From an optimization exercise on the open Yosys and OpenROAD flow, aimed at a short achievable clock period and few clock cycles; shortcuts taken in it are not production practice.
In this exercise RTL edits were held to simulation tests only and were not proved equivalent to the original.
Power figures rest on the tool's default switching activity, not on a simulated workload.

**flow/config.mk**
```make
export PLATFORM = sky130hd
export DESIGN_NAME = rv_pipeline_top
export DESIGN_NICKNAME = rv_pipeline_top
export VERILOG_FILES = /design/flow/design.v
export SDC_FILE = /design/flow/constraint.sdc
export NUM_CORES = 4
export LEC_CHECK = 0
export CAP_MARGIN = 20
export CORE_MARGIN = 2
export CORE_UTILIZATION = 30
export PLACE_DENSITY = 0.45
export SETUP_SLACK_MARGIN = 2.5
export SLEW_MARGIN = 20
export TNS_END_PERCENT = 100
```
**flow/constraint.sdc**
```tcl
create_clock -name core_clock -period 6.0 [get_ports {clk}]
set_input_delay 1.2000 -clock core_clock [delete_from_list [all_inputs] [get_ports {clk}]]
set_output_delay 1.2000 -clock core_clock [all_outputs]
set_load 0.01 [all_outputs]
```
**flow/design.v**
```verilog
package rv_pkg;
    localparam int XLEN       = 32;
    localparam int REG_ADDR_W = 5;
    localparam int IMEM_DEPTH = 64;
    localparam int DMEM_DEPTH = 64;
    localparam int MEM_ADDR_W = 6;
    localparam logic [2:0] F3_ADD  = 3'b000;
    localparam logic [2:0] F3_SLT  = 3'b010;
    localparam logic [2:0] F3_XOR  = 3'b100;
    localparam logic [2:0] F3_OR   = 3'b110;
    localparam logic [2:0] F3_AND  = 3'b111;
    localparam logic [2:0] F3_WORD = 3'b010;   
    localparam logic [6:0] F7_BASE = 7'b0000000;
    localparam logic [6:0] F7_SUB  = 7'b0100000;
    localparam logic [6:0] OP_LOAD  = 7'b0000011;
    localparam logic [6:0] OP_IMM   = 7'b0010011;
    localparam logic [6:0] OP_STORE = 7'b0100011;
    localparam logic [6:0] OP_REG   = 7'b0110011;
    typedef struct packed {
        logic [31:0] rs1_oh;    
        logic [31:0] rs2_oh;
        logic [4:0]  rs1;
        logic [4:0]  rs2;
        logic [4:0]  rd;
        logic        wr;        
        logic        use_imm;   
        logic [31:0] imm;
        logic        inv;       
        logic        o_sum;     
        logic        o_and;
        logic        o_or;
        logic        o_xor;
        logic        o_slt;
        logic        ld;
        logic        st;
    } pd_t;
    typedef struct packed {
        logic [31:0] a;
        logic [31:0] b;         
        logic [31:0] sd;        
        logic        f1a;       
        logic        f1b;
        logic        f1sd;
        logic        f2a;       
        logic        f2b;
        logic        f2sd;
        logic [4:0]  rd;
        logic        wr;
        logic        inv;
        logic        o_sum;
        logic        o_and;
        logic        o_or;
        logic        o_xor;
        logic        o_slt;
        logic        ld;
        logic        st;
    } rd_t;
    typedef struct packed {
        logic [31:0] a;
        logic [31:0] b;
        logic [31:0] bx;        
        logic [31:0] o;         
        logic        cf;        
        logic        neg;       
        logic [31:0] lo;        
        logic [31:0] lgp;       
        logic [7:0]  pre8;      
        logic        s_sn;      
        logic        s_sf;      
        logic        s_sfn;     
        logic        s_2rf;     
        logic        s_lgp;     
        logic        s_fand;    
        logic        s_for;     
        logic        s_fxor;    
        logic        s_rf;      
        logic        k_lt0;     
        logic        k_ltsn;    
        logic        k10a;      
        logic        k10o;      
        logic        k01a;      
        logic        k01o;      
        logic [31:0] sd;
        logic        fa;
        logic        fb;
        logic        fsd;
        logic [63:0] hl;        
        logic [63:0] hs;        
        logic [4:0]  rd;
        logic        wr;
        logic        inv;
        logic        o_sum;
        logic        o_and;
        logic        o_or;
        logic        o_xor;
        logic        o_slt;
        logic        ld;
        logic        st;
    } ex_t;
endpackage
`timescale 1ns/1ps
module rv_pipeline_top (
    input  logic                          clk,
    input  logic                          reset,
    input  logic                          run,
    input  logic                          prog_we,
    input  logic [rv_pkg::MEM_ADDR_W-1:0] prog_addr,
    input  logic [rv_pkg::XLEN-1:0]       prog_data,
    output logic                          retire_valid,
    output logic [rv_pkg::REG_ADDR_W-1:0] retire_rd,
    output logic [rv_pkg::XLEN-1:0]       retire_value
);
    function automatic rv_pkg::pd_t predecode(input logic [31:0] w);
        rv_pkg::pd_t p;
        logic [6:0]  opc, f7;
        logic [2:0]  f3;
        logic        f3_alu, r_ok, i_ok, ld, st;
        opc    = w[6:0];
        f3     = w[14:12];
        f7     = w[31:25];
        f3_alu = (f3 == rv_pkg::F3_ADD) || (f3 == rv_pkg::F3_SLT) || (f3 == rv_pkg::F3_XOR) ||
                 (f3 == rv_pkg::F3_OR)  || (f3 == rv_pkg::F3_AND);
        r_ok   = (opc == rv_pkg::OP_REG) && ((f7 == rv_pkg::F7_BASE && f3_alu) ||
                                     (f7 == rv_pkg::F7_SUB && f3 == rv_pkg::F3_ADD));
        i_ok   = (opc == rv_pkg::OP_IMM) && f3_alu;
        ld     = (opc == rv_pkg::OP_LOAD)  && (f3 == rv_pkg::F3_WORD);
        st     = (opc == rv_pkg::OP_STORE) && (f3 == rv_pkg::F3_WORD);
        p.rs1     = w[19:15];
        p.rs2     = w[24:20];
        p.rd      = w[11:7];
        p.rs1_oh  = 32'b0;
        p.rs2_oh  = 32'b0;
        for (int r = 1; r < 32; r++) begin
            p.rs1_oh[r] = (w[19:15] == 5'(r));
            p.rs2_oh[r] = (w[24:20] == 5'(r));
        end
        p.wr      = (r_ok || i_ok || ld) && (w[11:7] != 5'd0);
        p.use_imm = i_ok || ld || st;
        p.imm     = st ? {{20{w[31]}}, w[31:25], w[11:7]} : {{20{w[31]}}, w[31:20]};
        p.o_sum   = (r_ok || i_ok) && (f3 == rv_pkg::F3_ADD);
        p.inv     = (r_ok && f7 == rv_pkg::F7_SUB) || ((r_ok || i_ok) && f3 == rv_pkg::F3_SLT);
        p.o_and   = (r_ok || i_ok) && (f3 == rv_pkg::F3_AND);
        p.o_or    = (r_ok || i_ok) && (f3 == rv_pkg::F3_OR);
        p.o_xor   = (r_ok || i_ok) && (f3 == rv_pkg::F3_XOR);
        p.o_slt   = (r_ok || i_ok) && (f3 == rv_pkg::F3_SLT);
        p.ld      = ld;
        p.st      = st;
        predecode = p;
    endfunction
    logic        pw_en;
    logic        pw_low;    
    logic [5:0]  pw_addr;
    logic [31:0] pw_data;
    logic [31:0] imem [64];
    always_ff @(posedge clk) begin
        pw_en   <= prog_we;
        pw_low  <= prog_we && prog_addr <= 6'd4;
        pw_addr <= prog_addr;
        pw_data <= prog_data;
    end
    for (genvar w = 0; w < 64; w++) begin : g_imem
        always_ff @(posedge clk) begin
            if (pw_en && pw_addr == 6'(w)) imem[w] <= pw_data;
        end
    end
    logic        started;   
    logic        flush;     
    logic        fill;      
    logic        exec;      
    logic        stall;     
    logic        adv;       
    logic        fv, iv, dv, xv;   
    logic [63:0] sel;       
    rv_pkg::rd_t rdq;
    rv_pkg::ex_t ex;
    assign flush = reset || (!started && pw_low);
    assign fill  = !started && !xv && !flush;
    assign exec  = run && !reset && (started || (xv && !pw_low));
    assign stall = rdq.f1a && (rdq.ld || rdq.st) && (ex.o_slt || ex.ld);
    assign adv   = (exec && !stall) || fill;
    always_ff @(posedge clk) begin
        if (reset)     started <= 1'b0;
        else if (exec) started <= 1'b1;
        if (flush) begin
            sel <= 64'd1;
            fv  <= 1'b0;
            iv  <= 1'b0;
            dv  <= 1'b0;
            xv  <= 1'b0;
        end else if (adv) begin
            sel <= {sel[62:0], sel[63]};
            fv  <= 1'b1;
            iv  <= fv;
            dv  <= iv;
            xv  <= dv;
        end
    end
    logic [31:0] fw, fword;
    rv_pkg::pd_t ir;
    always_comb begin
        fword = '0;
        for (int w = 0; w < 64; w++) fword |= {32{sel[w]}} & imem[w];
    end
    always_ff @(posedge clk) begin
        if (adv) begin
            fw <= fword;
            ir <= predecode(fw);
        end
    end
    logic [31:0] regs [32];
    logic        r_valid;
    logic [4:0]  r_rd;
    logic [31:0] rlast;    
    logic [31:0] rf;   
    logic [31:0] ra, rb, va, vb;
    for (genvar g = 1; g < 32; g++) begin : g_regs
        always_ff @(posedge clk) begin
            if (r_valid && r_rd == 5'(g)) regs[g] <= rf;
        end
    end
    always_comb begin
        ra = '0;
        rb = '0;
        for (int r = 1; r < 32; r++) begin
            ra |= {32{ir.rs1_oh[r]}} & regs[r];
            rb |= {32{ir.rs2_oh[r]}} & regs[r];
        end
    end
    assign va = (r_valid && r_rd == ir.rs1) ? rf : ra;
    assign vb = (r_valid && r_rd == ir.rs2) ? rf : rb;
    logic m1a, m1b, m2a, m2b;
    assign m1a = dv && rdq.wr && rdq.rd == ir.rs1;
    assign m1b = dv && rdq.wr && rdq.rd == ir.rs2;
    assign m2a = xv && ex.wr && ex.rd == ir.rs1;
    assign m2b = xv && ex.wr && ex.rd == ir.rs2;
    always_ff @(posedge clk) begin
        if (adv) begin
            rdq.a     <= va;
            rdq.b     <= ir.use_imm ? ir.imm : vb;
            rdq.sd    <= vb;
            rdq.f1a   <= m1a;
            rdq.f1b   <= m1b && !ir.use_imm;
            rdq.f1sd  <= m1b;
            rdq.f2a   <= m2a;
            rdq.f2b   <= m2b && !ir.use_imm;
            rdq.f2sd  <= m2b;
            rdq.rd    <= ir.rd;
            rdq.wr    <= ir.wr;
            rdq.inv   <= ir.inv;
            rdq.o_sum <= ir.o_sum;
            rdq.o_and <= ir.o_and;
            rdq.o_or  <= ir.o_or;
            rdq.o_xor <= ir.o_xor;
            rdq.o_slt <= ir.o_slt;
            rdq.ld    <= ir.ld;
            rdq.st    <= ir.st;
        end else if (exec) begin
            if (rdq.f2a)  rdq.a  <= rlast;
            if (rdq.f2b)  rdq.b  <= rlast;
            if (rdq.f2sd) rdq.sd <= rlast;
            rdq.f2a  <= rdq.f1a;
            rdq.f2b  <= rdq.f1b;
            rdq.f2sd <= rdq.f1sd;
            rdq.f1a  <= 1'b0;
            rdq.f1b  <= 1'b0;
            rdq.f1sd <= 1'b0;
        end
    end
    logic [31:0] base;
    logic [63:0] hit_n;
    logic        c2;
    function automatic rv_pkg::ex_t encode(input rv_pkg::ex_t c, input logic [31:0] a0,
                                           input logic [31:0] b0, input logic [31:0] b0x,
                                           input logic fwa, input logic fwb);
        rv_pkg::ex_t e;
        logic        one, lg;
        logic [7:0]  sn8;
        e       = c;
        one     = fwa ^ fwb;
        lg      = c.o_and || c.o_or || c.o_xor;
        e.a     = a0;
        e.b     = b0;
        e.bx    = b0x;
        e.o     = fwa ? b0x : (c.inv ? ~a0 : a0);
        e.cf    = fwa && c.inv;
        e.neg   = !fwa && fwb && c.inv;
        e.lo    = fwa ? b0 : a0;
        e.lgp   = c.o_and ? (a0 & b0) : c.o_or ? (a0 | b0) : (a0 ^ b0);
        sn8     = a0[7:0] + b0x[7:0] + {7'b0, c.inv};
        e.pre8  = c.o_sum ? sn8 : e.lgp[7:0];
        e.s_sn  = c.o_sum && !fwa && !fwb;
        e.s_sf  = c.o_sum && one && !e.neg;
        e.s_sfn = c.o_sum && one && e.neg;
        e.s_2rf = c.o_sum && fwa && fwb && !c.inv;
        e.s_lgp = lg && !fwa && !fwb;
        e.s_fand = c.o_and && one;
        e.s_for  = c.o_or && one;
        e.s_fxor = c.o_xor && one;
        e.s_rf   = (c.o_and || c.o_or) && fwa && fwb;
        e.k_lt0  = c.o_slt && !fwa && !fwb && (a0[31] ^ b0[31]) && a0[31];
        e.k_ltsn = c.o_slt && !fwa && !fwb && !(a0[31] ^ b0[31]);
        e.k10a   = c.o_slt && fwa && !fwb && b0[31];
        e.k10o   = c.o_slt && fwa && !fwb && !b0[31];
        e.k01a   = c.o_slt && !fwa && fwb && !a0[31];
        e.k01o   = c.o_slt && !fwa && fwb && a0[31];
        e.fa    = fwa;
        e.fb    = fwb;
        encode  = e;
    endfunction
    logic [7:0] rf8, p1, p2, cs, cc, fl8, aa, ab;
    logic       fsum;
    assign rf8  = rf[7:0];
    assign p1   = rf8 ^ {8{ex.neg}};
    assign p2   = ex.o[7:0] ^ {8{ex.neg}};
    assign cs   = p1 ^ p2 ^ rdq.b[7:0];
    assign cc   = (p1 & p2) | (p1 & rdq.b[7:0]) | (p2 & rdq.b[7:0]);
    assign fsum = ex.s_sf || ex.s_sfn;
    assign fl8  = ({8{ex.s_fand}} & (rf8 & ex.lo[7:0]))
                | ({8{ex.s_for}}  & (rf8 | ex.lo[7:0]))
                | ({8{ex.s_fxor}} & (rf8 ^ ex.lo[7:0]))
                | ({8{ex.s_rf}}   & rf8)
                | ({8{ex.s_2rf}}  & {rf8[6:0], 1'b0})
                | ({8{ex.s_sn || ex.s_lgp}} & ex.pre8);
    assign base = rdq.f2a ? rlast : rdq.a;
    always_comb begin
        if (rdq.f1a && fsum) begin
            aa = cs;
            ab = {cc[6:0], ex.neg || ex.cf};
        end else begin
            aa = rdq.f1a ? fl8 : base[7:0];
            ab = rdq.b[7:0];
        end
    end
    assign c2 = (aa[1] & ab[1]) | ((aa[1] | ab[1]) & aa[0] & ab[0]);
    for (genvar w = 0; w < 64; w++) begin : g_hit
        logic [5:0] x, y, k, s, c;
        assign x = aa[7:2];
        assign y = ab[7:2];
        assign k = 6'(w);
        assign c[0] = c2;
        for (genvar i = 1; i < 6; i++) begin : g_c
            assign c[i] = (x[i-1] & y[i-1]) | ((x[i-1] | y[i-1]) & ~k[i-1]);
        end
        assign s = x ^ y ^ k;
        assign hit_n[w] = (s == c);
    end
    logic [31:0] nb, fsa, fsb;
    rv_pkg::ex_t ctl_n, ctl_h, enc_n, enc_h;
    assign nb = rdq.f2b ? rlast : rdq.b;
    always_comb begin
        ctl_n       = ex;
        ctl_n.rd    = rdq.rd;
        ctl_n.wr    = rdq.wr;
        ctl_n.inv   = rdq.inv;
        ctl_n.o_sum = rdq.o_sum;
        ctl_n.o_and = rdq.o_and;
        ctl_n.o_or  = rdq.o_or;
        ctl_n.o_xor = rdq.o_xor;
        ctl_n.o_slt = rdq.o_slt;
        ctl_n.ld    = rdq.ld;
        ctl_n.st    = rdq.st;
        ctl_n.sd    = rdq.f2sd ? rlast : rdq.sd;
        ctl_n.fsd   = rdq.f1sd;
        ctl_n.hl    = rdq.ld ? hit_n : 64'd0;
        ctl_n.hs    = rdq.st ? hit_n : 64'd0;
        ctl_h       = ex;
        ctl_h.sd    = ex.fsd ? rlast : ex.sd;
        ctl_h.fsd   = 1'b0;
    end
    assign fsa   = ex.fa ? rlast : ex.a;
    assign fsb   = ex.fb ? rlast : ex.b;
    assign enc_n = encode(ctl_n, base, nb, nb ^ {32{rdq.inv}}, rdq.f1a, rdq.f1b);
    assign enc_h = encode(ctl_h, fsa, fsb, fsb ^ {32{ex.inv}}, 1'b0, 1'b0);
    always_ff @(posedge clk) begin
        if (adv) begin
            ex <= enc_n;
        end else if (!exec) begin
            ex <= enc_h;
        end else begin
            ex.wr     <= 1'b0;
            ex.o_sum  <= 1'b0;
            ex.o_and  <= 1'b0;
            ex.o_or   <= 1'b0;
            ex.o_xor  <= 1'b0;
            ex.o_slt  <= 1'b0;
            ex.ld     <= 1'b0;
            ex.st     <= 1'b0;
            ex.hl     <= 64'd0;
            ex.hs     <= 64'd0;
            ex.s_sn   <= 1'b0;
            ex.s_sf   <= 1'b0;
            ex.s_sfn  <= 1'b0;
            ex.s_2rf  <= 1'b0;
            ex.s_lgp  <= 1'b0;
            ex.s_fand <= 1'b0;
            ex.s_for  <= 1'b0;
            ex.s_fxor <= 1'b0;
            ex.s_rf   <= 1'b0;
            ex.k_lt0  <= 1'b0;
            ex.k_ltsn <= 1'b0;
            ex.k10a   <= 1'b0;
            ex.k10o   <= 1'b0;
            ex.k01a   <= 1'b0;
            ex.k01o   <= 1'b0;
        end
    end
    logic [31:0] esd, ldv, res;
    logic [32:0] sn, sf;
    logic        lt;
    logic [31:0] dmem [64];
    assign esd = ex.fsd ? rf : ex.sd;
    assign sn = {ex.a, 1'b1} + {ex.bx, ex.inv};
    assign sf = {rf,   1'b1} + {ex.o,  ex.cf};
    assign lt = ex.k_lt0
              | (ex.k_ltsn & sn[32])
              | (ex.k10a & rf[31] & sf[32])
              | (ex.k10o & (rf[31] | sf[32]))
              | (ex.k01a & ~rf[31] & ~sf[32])
              | (ex.k01o & (~rf[31] | ~sf[32]));
    for (genvar w = 0; w < 64; w++) begin : g_dmem
        always_ff @(posedge clk) begin
            if (exec && ex.hs[w]) dmem[w] <= esd;
        end
    end
    always_comb begin
        ldv = '0;
        for (int w = 0; w < 64; w++) ldv |= {32{ex.hl[w]}} & dmem[w];
    end
    assign res = ({32{ex.s_sn}}   & sn[32:1])
               | ({32{ex.s_sf}}   & sf[32:1])
               | ({32{ex.s_sfn}}  & ~sf[32:1])
               | ({32{ex.s_2rf}}  & {rf[30:0], 1'b0})
               | ({32{ex.s_lgp}}  & ex.lgp)
               | ({32{ex.s_fand}} & (rf & ex.lo))
               | ({32{ex.s_for}}  & (rf | ex.lo))
               | ({32{ex.s_fxor}} & (rf ^ ex.lo))
               | ({32{ex.s_rf}}   & rf)
               | {31'b0, lt}
               | ldv;
    always_ff @(posedge clk) rf <= res;
    logic        ex_q;
    logic [31:0] r_hold;
    assign rlast = ex_q ? rf : r_hold;
    logic [31:0] ro;
    always_ff @(posedge clk) begin
        if (reset) r_valid <= 1'b0;
        else       r_valid <= exec && ex.wr;
        ex_q   <= exec;
        r_hold <= rlast;
        if (exec) r_rd <= ex.rd;
        ro <= (exec && ex.wr) ? res : 32'd0;
    end
    assign retire_valid = r_valid;
    assign retire_rd    = r_rd;
    assign retire_value = ro;
endmodule
```
**flow/run.sh**
```bash
#!/bin/bash
# synth_recipe.tcl (not shown) runs the flow's synth.tcl, then flattens the netlist and writes it again
# the make line also repeats each setting of config.mk as NAME=value (left out here)
make -C /OpenROAD-flow-scripts/flow DESIGN_CONFIG=/design/flow/config.mk WORK_HOME=/design/flow/orfs CLKGATE_MAP_FILE= SYNTH_SCRIPT=/design/flow/synth_recipe.tcl finish
```
==> metrics.md <==
| Metric | Value |
|---|---|
| Final Non-Filler Cells | 25,700 |
| Die area | 779,000 um^2 |
| H-tree depth | 6 |
| Overall Global Routing Usage | 28.0% |
| PD cells | 346 nW/um^2 |
| Std-Cell Rows | 322 |
| Fill cells | 72,700 |
| RSZ-0062 raised after global routing | yes |
| Sink Count | 5,940 |
| F_max | 0.276 GHz |
| Distinct cells, synth | 80 |
| Vias per inst | 6.26 |
| Max_cap viols | 0 |
| Setup Total Neg Slack | 0 ns |
| HPWL after DPL | 652,000 um |
| Worst Setup Start Kind | flop |
| Met2 wire length | 504,000 um |
| DRT Pass-1 Iters | 8 |
| Post-synth top area cell | edfxtp_1 |
| Die Y | 883 um |
| Synth Area in Simple Gates | 4.76% |
| Dpl cells | 24,400 |
| Initial core utilization | 30.1% |
| Clock Latency Late Sink | 1.19 ns |
| RePlAce Congestion | 0.877 |
| DR DRC count | 0 |
| Overflow after GRT | 0 |
| Synth Warn # | 4 |
| Initial DRC count | 30,500 |
| Post-synthesis mux area share | 0.764% |
| Status | finished clean |
| Share of post-route cells with drive strength above 1 | 14.1% |
| Final worst path period need | 3.63 ns |
| Die width | 883 um |
| Initial antenna violation count | 88 |
| Ranking of synthesized cells by area | edfxtp_1 (74%), a221oi_1 (4.1%), a22o_1 (4.0%) |
| Yosys top cell area share | 74.1% |
| Post-route ant nets | 0 |
| Met3 WL | 127,000 um |
| Sequential share of the synthesized area | 76.0% |
| Total Power | 94.1 mW |
| CTS tree | built |
| IO Pins | 80 |
| Metal-1 WL | 437,000 um |
| Core area | 769,000 um^2 |
| Most frequent CP cell | buf_4 |
| P_leak | 86.6 nW |
| Slew @ Worst Pin | 1.27 ns |
| Root buffer cell | clkbuf_16 |
| Cell area after synthesis | 232,000 um^2 |
| Synthesis-to-finish area growth | 17.3% |
| Critical Path RT | 7.04 ns |
| I/O Buffers | 79 |
| Slowest library cell on the worst path | a221oi_1 |
| Crit path max fanout | 16 |
| Synth Register Bits | 5,940 |
| Vias in the first global route | 150,000 |
| Syn_nets | 14,700 |
| Critical Path AT | 4.66 ns |
| Compound-Gate Fraction of Synth Area | 13.9% |
| Clock Skew | 0.122 ns |
| Top FF cell, synth | edfxtp_1 |
| Syn_area_per_cell | 16.1 um^2 |
| Post-synthesis xor/xnor area fraction | 0.942% |
| Top sig layer | met5 |
| Clock buffer count from CTS | 646 |
| Tcrit/Tclk final | 60.4% |
| Nets@finish | 15,200 |
| Hold_buf cts | 0 |
| CP peak stage delay | 0.78 ns |
| Slew headroom | 15.0% |
| Endpoints failing setup | 0 |
| Worst path cell trace | buf_4, a22o_1, a221oi_1, nand4_1, nor4_2, buf_4, o211ai_1, and2_1 |
| Final slew viol count | 0 |
| List of most frequent post-synthesis cells | edfxtp_1 (5,717), a221oi_1 (1,088), a22o_1 (1,055), a22oi_1 (862), clkbuf_1 (793) |
| Worst Hold Class | reg -> reg |
| Post-synth EDFFs | 5,717 |
| Synth Instances | 14,400 |
| Fin. Hold Viols | 0 |
| First-pass GRT wire length | 1,470,000 um |
| Largest family of logic cells by synthesized area | compound AO/OA/AOI/OAI gates |
| Ys async rst share | 0% |
| Drt total wl | 1,140,000 um |
| VDD IR-drop max | 310 uV |
| Routed vias | 161,000 |
| Clock Pin Slew Worst Setup and Hold Paths | 0.06 ns |
| Clk buf depth | 4 |
| Setup CP Type | reg -> reg |
| CP endpoint kind | flop |
| Largest net degree at the start of global routing | 176 |
| Synth Area in Adders | 1.56% |
| Drt wl/cell | 44.2 um |
| Most common cell in the netlist | edfxtp_1 |
==> layout make-up <==
cell class,count,area (um^2),area share (%)
Sequential cell,5940,176000,65.0
Clock buffer,858,17600,6.46
Antenna cell,24,60.1,0.0221
Inverter,320,1220,0.450
Timing Repair Buffer,811,7600,2.80
Tap cell,10200,12800,4.70
Clock inverter,331,3180,1.17
Multi-Input combinational cell,7180,52800,19.4
==> metrics by stage <==
step | setup WS (ns) | hold WS, ns | area [um^2] | utilization (%)
global placement | 1.09 | 0.401 | 249000 | 32.3
detailed placement | 1.09 | 0.405 | 249000 | 32.4
floorplan | 0.707 | 0.400 | 232000 | -
global route | 2.45 | 0.425 | 272000 | 35.3
finish | 2.37 | 0.416 | 272000 | 35.3
CTS | 2.49 | 0.416 | 271000 | 35.2
==> cell usage in the layout (no fill, tap or decap), types with 101 or more instances in the layout <==
| cell type | Yosys | routed |
|---|---|---|
| a21oi_1 | 306 | 296 |
| a221oi_1 | 1088 | 1073 |
| a22o_1 | 1055 | 1055 |
| a22oi_1 | 862 | 862 |
| buf_4 | 0 | 616 |
| clkbuf_1 | 793 | 169 |
| clkbuf_16 | 0 | 661 |
| clkinv_1 | 1 | 119 |
| clkinv_2 | 0 | 101 |
| edfxtp_1 | 5717 | 5717 |
| ha_1 | 277 | 270 |
| inv_1 | 319 | 315 |
| mux2i_1 | 134 | 125 |
| nand2_1 | 670 | 654 |
| nand3_1 | 187 | 174 |
| nand4_1 | 430 | 430 |
| nor2_1 | 626 | 523 |
| o21ai_0 | 461 | 452 |
| xnor2_1 | 122 | 115 |
| xor2_1 | 127 | 122 |
==> kinds of logic after synthesis <==
logic type / after synthesis
buffers and inverters: 1256
adders and majority gates: 285
DFF: 5940
muxes: 172
AOI/OAI and AO/OA: 4147
xor gates and xnor gates: 249
and+or+nand+nor: 2325
==> critical path, delay by kind of cell, from the launching register on <==
kind | cells | cell delay [ns]
DFF | 1 | 0.73
and+or+nand+nor | 3 | 0.80
buffers and inverters | 2 | 0.68
AOI/OAI and AO/OA | 3 | 1.24
==> layer usage <==
layer / up-vias / GRT usage (%)
met5: - / 0
met2: 12700 / 43.2
li1: 60100 / -
met1: 85200 / 37.7
met4: 32 / 13.6
met3: 2681 / 6.03
==> sequential cells by signal, indices dropped and copies added (netlist names), 64 cells and up <==
| name | cells |
|---|---|
| ex | 393 |
| ir | 99 |
| dmem | 2048 |
| regs | 992 |
| sel | 64 |
| imem | 2048 |
| rdq | 116 |
==> repair_timing <==
item                       CTS  global route
pin swaps                   19            18
setup endpoints to repair  436           274
gates resized for setup    170           101
buffers inserted            46            30
cloned                       1             1
==> worst paths after layout <==
kind / start / endpoint / slack, ns / cells past startpoint
worst max-delay path: ex[130] / ro[25] / 2.37 / 8
worst min-delay path: ir[42] / rdq[9] / 0.42 / 0
worst max register to register: ex[130] / ro[25] / 2.37 / 8
worst min register to register: ir[42] / rdq[9] / 0.42 / 0
==> report_power, final <==
group	switching [mW]	internal (mW)	leakage [nW]
combinational	5.13	1.96	23.8
clock	17.6	22.4	10.1
sequential	0.747	46.2	52.7
Testbench counts, summed over its fixed seeds: cycles 8,027.

[re-timing with driven ports]
The results above use ideal ports. As a check the final layout listed here was re-extracted and re-timed, cells and wires unchanged. Step 1 assumes that a clkbuf_16 drives the clock port and a buf_2 every other input. Step 2 also shifts input and output timing later by t, the mid clock arrival at the registers, as if the neighbouring blocks saw the same clock. Three values: ideal ports, drivers, drivers and shift; two values: the first two.
shift t [ns]: 1.265
slack for setup (ns): 2.375 / 2.375 / 1.204
slew at the worst register clock pin (ns): 0.07 / 0.07
pins driven straight from the clock port: 1
After both steps setup and hold are still met in this run. The setup slack of this run moves by 0.000 ns with the drivers and by -1.171 ns with both steps.
